From an optimization exercise on the open Yosys and OpenROAD flow, aimed at small area and a short achievable clock period; shortcuts taken in it are not production practice. The RTL was checked by simulation tests, not by an equivalence proof against the original design.

`design.v`:
```
module mul_pipe #(
    parameter int unsigned XLEN    = 32,
    parameter int unsigned LATENCY = 3,
    parameter int unsigned TAG_W   = 5
) (
    input  logic             clk,
    input  logic             rst_n,
    input  logic             in_valid,
    output logic             in_ready,
    input  logic [XLEN-1:0]  a,
    input  logic [XLEN-1:0]  b,
    input  logic [2:0]       mulop,
    input  logic [TAG_W-1:0] in_tag,
    input  logic             flush,
    output logic             out_valid,
    input  logic             out_ready,
    output logic [XLEN-1:0]  f,
    output logic [TAG_W-1:0] out_tag
);
    localparam int unsigned PW   = 2 * XLEN;
    localparam int unsigned NMID = (LATENCY > 1) ? LATENCY - 1 : 1;
    localparam logic [2:0] MUL_OP     = 3'd0;
    localparam logic [2:0] MUL_OP_HSU = 3'd2;
    localparam logic [2:0] MUL_OP_HU  = 3'd3;
    localparam logic [1:0] CLS_SS = 2'd0;
    localparam logic [1:0] CLS_SU = 2'd1;
    localparam logic [1:0] CLS_UU = 2'd2;
    logic            w_stall;
    logic            w_acc;
    logic            w_hi;
    logic [1:0]      w_cls;
    logic [XLEN:0]   w_ax;
    logic [XLEN:0]   w_bx;
    logic [PW-1:0]   w_prod;
    logic            w_reuse_hit;
    logic [XLEN-1:0] w_rp_hi;
    logic [XLEN-1:0] w_rp_lo;
    logic             w_feed_vld;
    logic             w_feed_hi;
    logic [TAG_W-1:0] w_feed_tag;
    logic [PW-1:0]    w_feed_prod;
    logic [NMID-1:0]  r_vld;
    logic [NMID-1:0]  r_hi;
    logic [TAG_W-1:0] r_tag  [NMID];
    logic [PW-1:0]    r_prod [NMID];
    logic             r_out_valid;
    logic [XLEN-1:0]  r_f;
    logic [TAG_W-1:0] r_out_tag;
    always_comb begin
        w_hi  = (mulop != MUL_OP);
        w_cls = CLS_SS;
        case (mulop)
            MUL_OP_HSU: w_cls = CLS_SU;
            MUL_OP_HU:  w_cls = CLS_UU;
            default:    w_cls = CLS_SS;
        endcase
        w_ax   = {(w_cls != CLS_UU) && a[XLEN-1], a};
        w_bx   = {(w_cls == CLS_SS) && b[XLEN-1], b};
        w_prod = PW'($signed(w_ax)) * PW'($signed(w_bx));
    end
    always_comb begin
        w_stall  = r_out_valid && !out_ready;
        in_ready = !w_stall && !flush;
        w_acc    = in_valid && in_ready && !w_reuse_hit;
    end
    generate
        if (LATENCY == 1) begin : g_feed_in
            assign w_feed_vld  = w_acc;
            assign w_feed_hi   = w_hi;
            assign w_feed_tag  = in_tag;
            assign w_feed_prod = w_prod;
        end else begin : g_feed_stg
            assign w_feed_vld  = r_vld[NMID-1];
            assign w_feed_hi   = r_hi[NMID-1];
            assign w_feed_tag  = r_tag[NMID-1];
            assign w_feed_prod = r_prod[NMID-1];
        end
    endgenerate
    always_ff @(posedge clk) begin
        if (!rst_n) begin
            r_vld       <= '0;
            r_out_valid <= 1'b0;
            r_f         <= '0;
            r_out_tag   <= '0;
        end else if (flush) begin
            r_vld       <= '0;
            r_out_valid <= 1'b0;
        end else if (!w_stall) begin
            r_vld[0] <= w_acc;
            for (int i = 1; i < int'(NMID); i++) begin
                r_vld[i] <= r_vld[i-1];
            end
            r_out_valid <= w_feed_vld || w_reuse_hit;
            if (w_feed_vld) begin
                r_f       <= w_feed_hi ? w_feed_prod[PW-1:XLEN] : w_feed_prod[XLEN-1:0];
                r_out_tag <= w_feed_tag;
            end else if (w_reuse_hit) begin
                r_f       <= w_hi ? w_rp_hi : w_rp_lo;
                r_out_tag <= in_tag;
            end
        end
    end
    always_ff @(posedge clk) begin
        if (!w_stall) begin
            r_hi[0]   <= w_hi;
            r_tag[0]  <= in_tag;
            r_prod[0] <= w_prod;
            for (int i = 1; i < int'(NMID); i++) begin
                r_hi[i]   <= r_hi[i-1];
                r_tag[i]  <= r_tag[i-1];
                r_prod[i] <= r_prod[i-1];
            end
        end
    end
    assign w_reuse_hit = 1'b0;
    assign w_rp_hi = '0;
    assign w_rp_lo = '0;
    assign out_valid = r_out_valid;
    assign f         = r_f;
    assign out_tag   = r_out_tag;
endmodule
```
`run.sh`:
```
#!/bin/bash
# synth_recipe.tcl (not shown) runs the flow's synth.tcl, then flattens the netlist and writes it again
# the make line also repeats each setting of config.mk as NAME=value (left out here)
make -C /OpenROAD-flow-scripts/flow DESIGN_CONFIG=/design/flow/config.mk WORK_HOME=/design/flow/orfs CLKGATE_MAP_FILE= SYNTH_SCRIPT=/design/flow/synth_recipe.tcl finish
```
`config.mk`:
```
export PLATFORM = sky130hd
export DESIGN_NAME = mul_pipe
export DESIGN_NICKNAME = mul_pipe
export VERILOG_FILES = /design/flow/design.v
export SDC_FILE = /design/flow/constraint.sdc
export NUM_CORES = 4
export LEC_CHECK = 0
export CAP_MARGIN = 20
export CORE_MARGIN = 2
export CORE_UTILIZATION = 40
export SLEW_MARGIN = 20
```
`constraint.sdc`:
```
create_clock -name core_clock -period 11.0 [get_ports {clk}]
set_input_delay 2.2000 -clock core_clock [delete_from_list [all_inputs] [get_ports {clk}]]
set_output_delay 2.2000 -clock core_clock [all_outputs]
set_load 0.01 [all_outputs]
```
==> PnR_summary.wiki <==
{| class="wikitable"
! Metric !! Value
|-
| Result of the run || complete, no violations
|-
| Die Span X || 336 um
|-
| Kind of path behind the tightest hold check || reg2reg
|-
| Commonest non-fill, non-tap cell in the layout || sky130_fd_sc_hd__inv_1
|-
| Die outline height || 336 um
|-
| Setup slack at placement || 162 ps
|-
| Number of buffers created by CTS || 17
|-
| Clock tree from TritonCTS || done
|-
| Minimum setup slack among reg-to-reg paths || 8660 ps
|-
| Total GRT Usage || 0.204
|-
| Core Area || 109000 um2
|-
| Post-synthesis compound-gate area fraction || 0.0404
|-
| HPWL after DPL || 95100 um
|-
| DRT antenna net count || 0
|-
| Aggregate global routing overflow || 0
|-
| Input/output buffers || 115
|-
| Routed via count divided by cell count || 4.97
|-
| FF-to-FF path depth || 3
|-
| Type of the setup path with the least slack || in2reg
|-
| # resized after CTS || 0
|-
| Overall die area || 113000 um2
|-
| Final weighted congestion in routability-driven placement || 0.892
|-
| Max-slew violation count || 0
|-
| Starting DRC count in detailed routing || 1733
|-
| Mux contribution to synthesized area || 0.00773
|-
| Final hold viol count || 0
|-
| Total Negative Setup Slacks || 0 ps
|-
| Leading area contributor after synthesis || sky130_fd_sc_hd__fa_1
|-
| Layout-stage area growth over the synthesis result || 8.86%
|-
| Main area contributors after synthesis || sky130_fd_sc_hd__fa_1 51%, sky130_fd_sc_hd__inv_1 9.8%, sky130_fd_sc_hd__edfxtp_1 9.6%
|-
| Total of hold buffers inserted after clock tree synthesis || 0
|-
| Root Buffer Master || sky130_fd_sc_hd__clkbuf_16
|-
| Worst hold path depth || 0
|-
| Crit share post-route || 0.947
|-
| Final setup fails || 0
|-
| Worst endpoint data arrival time || 10580 ps
|-
| Main combinational cell family by area after synthesis || adder cells
|-
| Post-route cell area || 47900 um2
|-
| Terminus of the critical flop-to-flop path || r_prod[1][17]$_DFFE_PN_
|-
| Simple logic cell fraction of the synthesized area || 0.132
|-
| Worst hold-check slack || 420 ps
|-
| CTS Buffer Depth || 2
|-
| Clock transition at path regs || 70 ps
|-
| Largest fanout of any net on the critical path || 17
|-
| Count of unique library cells instantiated by Yosys || 57
|-
| Synth Net Count || 5982
|-
| Gate count after technology mapping || 4568
|-
| Fmax achieved || 96.0 MHz
|-
| Seq/Total Area, Yosys || 0.114
|-
| Clock H-tree levels || 4
|-
| Worst Clk Skew || 13.8 ps
|-
| Clock period minus worst slack || 10410 ps
|-
| Launch instance of the worst register-to-register path || r_out_valid$_SDFFE_PP0N_
|-
| Portion of synthesized cell area occupied by the leading cell type || 0.512
|-
| Post-synthesis share of cell area spent on full adders, half adders and majority gates || 0.572
|-
| Starting density of the core || 0.404
|-
| Number of iterations in the first detailed-routing pass || 5
|-
| Fill cell instance count of the final layout || 10.6k
|-
| FP Rows || 121
|-
| Startpoint Class || input port
|-
| Final wirelength || 110000 um
|-
| CP required || 11170 ps
|-
| Yosys warning count || 3
|-
| Clock latency reported for the late side of the worst-skew pair || 420 ps
|-
| Routed WL per cell || 18.2 um
|-
| Worst slew pin tran || 966 ps
|-
| Final net count || 6012
|-
| Total clock sinks || 180
|-
| Total vias in the final route || 29.9k
|-
| Avg Cell Area, Syn || 9.63 um2
|-
| Min-Delay Endpoint || r_prod[1][5]$_DFFE_PN_
|-
| Total of max-cap violations || 0
|-
| Final worst setup slack || 588 ps
|-
| Number of global-route vias before repair || 32.3k
|-
| Mapped Area || 44000 um2
|-
| RSZ-0062 raised after global routing || no
|-
| Wire length of the first global-routing pass || 181000 um
|-
| Layout cells sized above 1 || 0.0419
|-
| XOR/XNOR Fraction of Synth Area || 0.0153
|-
| Top-level port count || 116
|-
| Crit end category || flop
|-
| Most used flip-flop cell after synthesis || sky130_fd_sc_hd__edfxtp_1
|-
| Number of setup buffers added after CTS || 0
|-
| Number of remaining DRC errors || 0
|-
| Largest net degree at the start of global routing || 79
|-
| Placed Instance Area || 47300 um2
|-
| Worst rel slew slack || 0.354
|-
| Hold wc startpoint || r_prod[0][5]$_DFFE_PN_
|-
| Number of synthesized flops with an enable pin || 140
|-
| Commonest non-fill, non-tap cells in the layout || 1145 x sky130_fd_sc_hd__inv_1, 1124 x sky130_fd_sc_hd__fa_1, 841 x sky130_fd_sc_hd__nand2_1
|-
| Share of flip-flops with an asynchronous set or reset || 0
|-
| Number of antenna violations at the first check in global routing || 3
|-
| Flip-flop and latch count after synthesis || 180
|}
stage by stage:
step	util	cells
3_3_place_gp	0.434	5993
4_1_cts	0.439	6025
3_5_place_dp	0.434	5993
2_1_floorplan	-	4568
5_1_grt	0.440	6027
6_report	0.440	6027
synth_stat cells (2+ instances only):
cell	number
sky130_fd_sc_hd__mux2i_1	34
sky130_fd_sc_hd__a2111oi_0	5
sky130_fd_sc_hd__nor3b_1	3
sky130_fd_sc_hd__or4_1	4
sky130_fd_sc_hd__o21a_1	7
sky130_fd_sc_hd__ha_1	212
sky130_fd_sc_hd__a21o_1	29
sky130_fd_sc_hd__a211o_1	3
sky130_fd_sc_hd__or2_2	13
sky130_fd_sc_hd__clkbuf_1	241
sky130_fd_sc_hd__dfxtp_1	40
sky130_fd_sc_hd__o22a_1	2
sky130_fd_sc_hd__and3_1	6
sky130_fd_sc_hd__xnor2_1	48
sky130_fd_sc_hd__edfxtp_1	140
sky130_fd_sc_hd__and4_1	3
sky130_fd_sc_hd__nor2_1	60
sky130_fd_sc_hd__a32oi_1	2
sky130_fd_sc_hd__o22ai_1	5
sky130_fd_sc_hd__a21oi_1	75
sky130_fd_sc_hd__inv_1	1146
sky130_fd_sc_hd__o31ai_1	5
sky130_fd_sc_hd__o21bai_1	12
sky130_fd_sc_hd__and2_1	309
sky130_fd_sc_hd__nand2b_1	6
sky130_fd_sc_hd__nor2b_1	6
sky130_fd_sc_hd__o21ai_0	39
sky130_fd_sc_hd__a21boi_0	7
sky130_fd_sc_hd__a211oi_1	9
sky130_fd_sc_hd__nand2_1	841
sky130_fd_sc_hd__o211ai_1	4
sky130_fd_sc_hd__nor3_1	10
sky130_fd_sc_hd__nand4_1	12
sky130_fd_sc_hd__nand3_1	15
sky130_fd_sc_hd__o211a_1	34
sky130_fd_sc_hd__xor2_1	29
sky130_fd_sc_hd__o2111ai_1	3
sky130_fd_sc_hd__fa_1	1125
sky130_fd_sc_hd__a31oi_1	6
final cells by class:
| cell class | count | area [um2] | share of cell area |
|---|---|---|---|
| Inverter | 1146 | 4310 | 0.0899 |
| Sequential cell | 180 | 5000 | 0.104 |
| Clock buffer | 17 | 425 | 0.00888 |
| Multi-Input combinational cell | 2998 | 33800 | 0.705 |
| Tap cell | 1414 | 1770 | 0.0369 |
| Timing Repair Buffer | 255 | 2410 | 0.0504 |
| Antenna cell | 2 | 5.00 | 0.000104 |
| Clock inverter | 15 | 191 | 0.00400 |
logic make-up after synthesis:
group	Yosys count
flops	180
fa+ha+maj	1337
compound gates	259
mux	34
buf+inv	1390
simple gates	1291
xor+xnor	77
how the worst max path moves through the flow:
stage	start	to	slack, ps	cells after the start
after floorplan	mulop[1]	r_prod[0][61]$_DFFE_PN_	1110	30
after global placement	a[26]	r_prod[0][55]$_DFFE_PN_	200	23
after detailed placement	a[26]	r_prod[0][55]$_DFFE_PN_	160	23
after CTS	a[26]	r_prod[0][55]$_DFFE_PN_	600	23
after global routing	a[31]	r_prod[0][62]$_DFFE_PN_	140	26
final	a[31]	r_prod[0][58]$_DFFE_PN_	590	25
flip-flops by register name, indices dropped and copies added (netlist names):
register and count:
r_hi 2, r_f 32, r_out_valid 1, r_vld 2, r_prod 128, r_tag 10
r_out_tag 5
per-layer routing:
| layer | track usage | part of all wire | routed length (um) |
|---|---|---|---|
| met1 | 0.287 | 0.44 | 48800 |
| met2 | 0.346 | 0.49 | 54300 |
| met3 | 0.0167 | 0.043 | 4750 |
| met4 | 0.0391 | 0.017 | 1910 |
| met5 | 0 | 0.00015 | 16 |
critical path, stage by stage:
cell and delay [ps]:
sky130_fd_sc_hd__clkdlybuf4s50_1 560, sky130_fd_sc_hd__a21boi_2 230, sky130_fd_sc_hd__buf_4 240, sky130_fd_sc_hd__nand2_1 120, sky130_fd_sc_hd__inv_1 140, sky130_fd_sc_hd__fa_1 500
sky130_fd_sc_hd__fa_1 630, sky130_fd_sc_hd__fa_2 500, sky130_fd_sc_hd__inv_1 370, sky130_fd_sc_hd__buf_4 210, sky130_fd_sc_hd__fa_1 420, sky130_fd_sc_hd__fa_1 510
sky130_fd_sc_hd__fa_1 570, sky130_fd_sc_hd__fa_1 430, sky130_fd_sc_hd__fa_1 490, sky130_fd_sc_hd__inv_1 40, sky130_fd_sc_hd__ha_1 390, sky130_fd_sc_hd__nand3_1 210
sky130_fd_sc_hd__or2_2 350, sky130_fd_sc_hd__a2111oi_0 530, sky130_fd_sc_hd__a32oi_1 210, sky130_fd_sc_hd__a31oi_1 260, sky130_fd_sc_hd__o22ai_1 140, sky130_fd_sc_hd__o21ai_0 220
sky130_fd_sc_hd__xor2_1 100

[what the ideal ports hide]
No port has a modelled driver above. Below, the same layout with a new extraction and two added sets of constraints. Step 1: set_driving_cell puts a clkbuf_16 on clk and a buf_2 on each other input, an assumption about the parent block. Step 2 also shifts input and output timing later by t, the mid clock arrival at the registers, as if the neighbouring blocks saw the same clock. Slacks: ideal ports / drivers / drivers and shift; pairs: ideal ports / drivers.
t, ns: 0.465
setup WS [ns]: 0.588 / 0.611 / 0.147
worst setup path after step 2: input to register
latest minus earliest clock arrival (ns): 0.015 / 0.015
After both steps this run still meets setup and hold. The setup slack of this run moves by +0.023 ns with the drivers and by -0.441 ns with both steps.
